This is an optimization exercise on Yosys and OpenROAD, whose aim is small area and few clock cycles per item, not a production implementation. The RTL was checked by simulation tests, not by an equivalence proof against the original design. Power is estimated from default activity; no workload was simulated.

==> inputs of juniper <==
Design grid_torus, start of the top module:
module grid_torus (
  input  logic                                     clk_i,
  input  logic                                     rst_n_i,
  input  logic [grid_pkg::GRID_NODES-1:0]          inj_valid_i,
  input  logic [grid_pkg::GRID_NODES*4-1:0]        inj_dst_i,
  input  logic [grid_pkg::GRID_NODES*16-1:0]       inj_payload_i,
  output logic [grid_pkg::GRID_NODES-1:0]          inj_ready_o,
  output logic [grid_pkg::GRID_NODES-1:0]          ej_valid_o,
  output logic [grid_pkg::GRID_NODES*4-1:0]        ej_src_o,
  output logic [grid_pkg::GRID_NODES*16-1:0]       ej_payload_o,
  input  logic [grid_pkg::GRID_NODES-1:0]          ej_ready_i
);
  localparam int N = grid_pkg::GRID_NODES;
  logic [N-1:0] gnt [N];
  logic [N-1:0] acc [N];
  for (genvar d = 0; d < N; d++) begin : gen_ej
    grid_node #(
      .NODE(d)
    ) u_node (
      .inj_valid_i  (inj_valid_i),
      .inj_dst_i    (inj_dst_i),
      .inj_payload_i(inj_payload_i),
      .gnt_o        (gnt[d]),
      .ej_valid_o   (ej_valid_o[d]),
  ...
==> module grid_node, before the edit <==
module grid_node #(
  parameter int NODE = 0
) (
  input  logic [grid_pkg::GRID_NODES-1:0]                    inj_valid_i,
  input  logic [grid_pkg::GRID_NODES*4-1:0]                  inj_dst_i,
  input  logic [grid_pkg::GRID_NODES*grid_pkg::PAYLOAD_W-1:0] inj_payload_i,
  output logic [grid_pkg::GRID_NODES-1:0]                    gnt_o,
  output logic                                               ej_valid_o,
  output logic [3:0]                                         ej_src_o,
  output logic [grid_pkg::PAYLOAD_W-1:0]                     ej_payload_o
);
  localparam int N   = grid_pkg::GRID_NODES;
  localparam int PW  = grid_pkg::PAYLOAD_W;
  logic [N-1:0] req;
  function automatic logic coord_is(input logic [1:0] c, input int v);
    case (v)
      0:       coord_is = ~c[1] & ~c[0];
      1:       coord_is = c[0];
      default: coord_is = c[1];
    endcase
  endfunction
  for (genvar s = 0; s < N; s++) begin : gen_req
    assign req[s] = inj_valid_i[s]
                  & coord_is(inj_dst_i[s*4+2 +: 2], NODE / grid_pkg::GRID_COLS)
                  & coord_is(inj_dst_i[s*4 +: 2], NODE % grid_pkg::GRID_COLS);
  end
  grid_node_switch #(
    .FIRST(NODE)
  ) u_arb (
    .req_i(req),
    .gnt_o(gnt_o)
  );
  assign ej_valid_o = |req;
  always_comb begin
    ej_payload_o = '0;
    ej_src_o     = '0;
    for (int s = 0; s < N; s++) begin
      ej_payload_o = ej_payload_o | ({PW{gnt_o[s]}} & inj_payload_i[s*PW +: PW]);
      ej_src_o     = ej_src_o | ({4{gnt_o[s]}} &
                                 {2'(s / grid_pkg::GRID_COLS), 2'(s % grid_pkg::GRID_COLS)});
    end
  end
endmodule
Settings: LEC_CHECK=0, CAP_MARGIN=20, CORE_MARGIN=2, CORE_UTILIZATION=15, PLACE_DENSITY=0.3, SLEW_MARGIN=20; clock period 5.5 ns.
standard.sh (not shown) runs the stock make flow with config.mk's settings and CLKGATE_MAP_FILE= SYNTH_SCRIPT=/design/flow/synth_recipe.tcl, a recipe that flattens the netlist after the stock synthesis.
==> flow/flow/run.sh <==
#!/bin/bash
# The standard layout (standard.sh) with three changes:
#  - synthesis maps gates with an area-oriented ABC script (flow/synth.tcl,
#    flow/area.abc); everything else in it is the standard synthesis
#  - port buffers are plain buf_1 cells rather than the delay-buffer cell
#    buffer_ports picks by default
#  - global routing offers less of met1/met2 (flow/fastroute.tcl), so the
#    crossbar's long nets are routed on met3/met4 and detailed routing converges
# make's output goes to flow_make.log; each ORFS step keeps its own log under
# orfs/logs/.
set -euo pipefail
cd "$(dirname "$0")/.."
FLOWDIR="$PWD/flow"
bash standard.sh \
  SYNTH_SCRIPT="$FLOWDIR/synth.tcl" \
  FASTROUTE_TCL="$FLOWDIR/fastroute.tcl" \
  "BUFFER_PORTS_ARGS=-buffer_cell sky130_fd_sc_hd__buf_1" \
  finish > flow_make.log 2>&1
==> flow/flow/area.abc <==
strash
&get -n
&st
&dch
&nf -a -R 1000
&put
topo
==> flow/flow/fastroute.tcl <==
# Global routing layers as the platform sets them, but with less of met1 and
# met2 offered to the global router, so that long nets go up to met3/met4
set_global_routing_layer_adjustment met1 0.7
set_global_routing_layer_adjustment met2 0.4
set_global_routing_layer_adjustment met3-met5 0.2
set_routing_layers -clock met3-met5
set_routing_layers -signal met1-met5
==> flow/flow/synth.tcl <==
# The standard synthesis (ORFS synth.tcl with synth -nofsm -noshare, then
# flatten and rename), except that the gate mapping uses an area-oriented ABC
# script instead of ORFS's delay-oriented one
proc synth {args} { yosys synth -nofsm -noshare {*}$args }
set own_dir [file dirname [file normalize [info script]]]
set fh [open $::env(SCRIPTS_DIR)/synth.tcl r]
set orfs_synth [read $fh]
close $fh
set abc_from {log_cmd abc {*}$abc_args}
set abc_to "log_cmd abc -script $own_dir/area.abc {*}\$lib_args {*}\$lib_dont_use_args"
if { [string first $abc_from $orfs_synth] < 0 } {
  error "ORFS synth.tcl has no abc call to replace"
}
eval [string map [list $abc_from $abc_to] $orfs_synth]
# left out here: clear keep_hierarchy, flatten, clean up, hide names made inside functions, write 1_2_yosys.v
==> inputs of umber, as changes to juniper <==
--- a/flow/design.v
+++ b/flow/design.v
@@ -7,6 +7,20 @@
   localparam int ID_W       = ROW_W + COL_W;
   localparam int PAYLOAD_W  = 16;
 endpackage
+`timescale 1ns/100ps
+module grid_link_buf (
+  input  logic [8:0] sel_i,
+  input  logic [8:0] d_i,
+  output logic       y_o
+);
+  logic [2:0] grp;
+  for (genvar g = 0; g < 3; g++) begin : gen_grp
+    assign grp[g] = (sel_i[3*g]     & d_i[3*g])
+                  | (sel_i[3*g + 1] & d_i[3*g + 1])
+                  | (sel_i[3*g + 2] & d_i[3*g + 2]);
+  end
+  assign y_o = grp[0] | grp[1] | grp[2];
+endmodule
 `timescale 1ns/100ps
 module grid_node_switch #(
   parameter int FIRST = 0
@@ -64,13 +78,22 @@
     .gnt_o(gnt_o)
   );
   assign ej_valid_o = |req;
+  for (genvar b = 0; b < PW; b++) begin : gen_pay
+    logic [N-1:0] col;
+    for (genvar s = 0; s < N; s++) begin : gen_col
+      assign col[s] = inj_payload_i[s*PW + b];
+    end
+    grid_link_buf u_sel (
+      .sel_i(gnt_o),
+      .d_i  (col),
+      .y_o  (ej_payload_o[b])
+    );
+  end
   always_comb begin
-    ej_payload_o = '0;
-    ej_src_o     = '0;
+    ej_src_o = '0;
     for (int s = 0; s < N; s++) begin
-      ej_payload_o = ej_payload_o | ({PW{gnt_o[s]}} & inj_payload_i[s*PW +: PW]);
-      ej_src_o     = ej_src_o | ({4{gnt_o[s]}} &
-                                 {2'(s / grid_pkg::GRID_COLS), 2'(s % grid_pkg::GRID_COLS)});
+      ej_src_o = ej_src_o | ({4{gnt_o[s]}} &
+                             {2'(s / grid_pkg::GRID_COLS), 2'(s % grid_pkg::GRID_COLS)});
     end
   end
 endmodule
Settings changed: CORE_UTILIZATION 15 to 20, PLACE_DENSITY 0.3 to 0.35.
==> comparison table <==
quantity                                                                  umber         juniper
Status                                                           finished clean  finished clean
Die H                                                                    210 um          232 um
Most common cell after layout, fill and taps aside                        buf_1         nand2_1
Simple-gate share of the synthesized area                                 32.1%           46.1%
End point of the worst hold path                                  ej_valid_o[4]   ej_valid_o[7]
Most common cell in the synthesized netlist                            a222oi_1         nand2_1
Worst-case headroom to the max-slew limit                                 27.7%           34.4%
Width of the die                                                         210 um          232 um
Pre-antenna DRT Iters                                                        14              11
Net switching power figure                                             0.827 mW        0.846 mW
Layout cell share with drive strength beyond 1                            11.7%           8.91%
Buffer share of cell area                                                 22.3%           20.2%
Effective utilization at floorplan                                        20.3%           15.2%
Int Pwr                                                                0.328 mW        0.325 mW
Area inside the core boundary                                        0.0419 mm2      0.0513 mm2
Arrival time worst endpoint                                             4.00 ns         4.01 ns
Finished layout cell area                                            0.0106 mm2      0.0110 mm2
Biggest cell delay along the critical path                              0.92 ns         0.28 ns
Global-route wire length before repair                                   128 mm          129 mm
Synthesized-area fraction occupied by ao, oa, aoi and oai cells           54.3%           52.9%
Multi-input gate area                                               0.00757 mm2     0.00793 mm2
Testbench counts of juniper, summed over its fixed seeds: cycles 920, flits 4,608.
Testbench counts of umber, summed over its fixed seeds: cycles 920, flits 4,608.
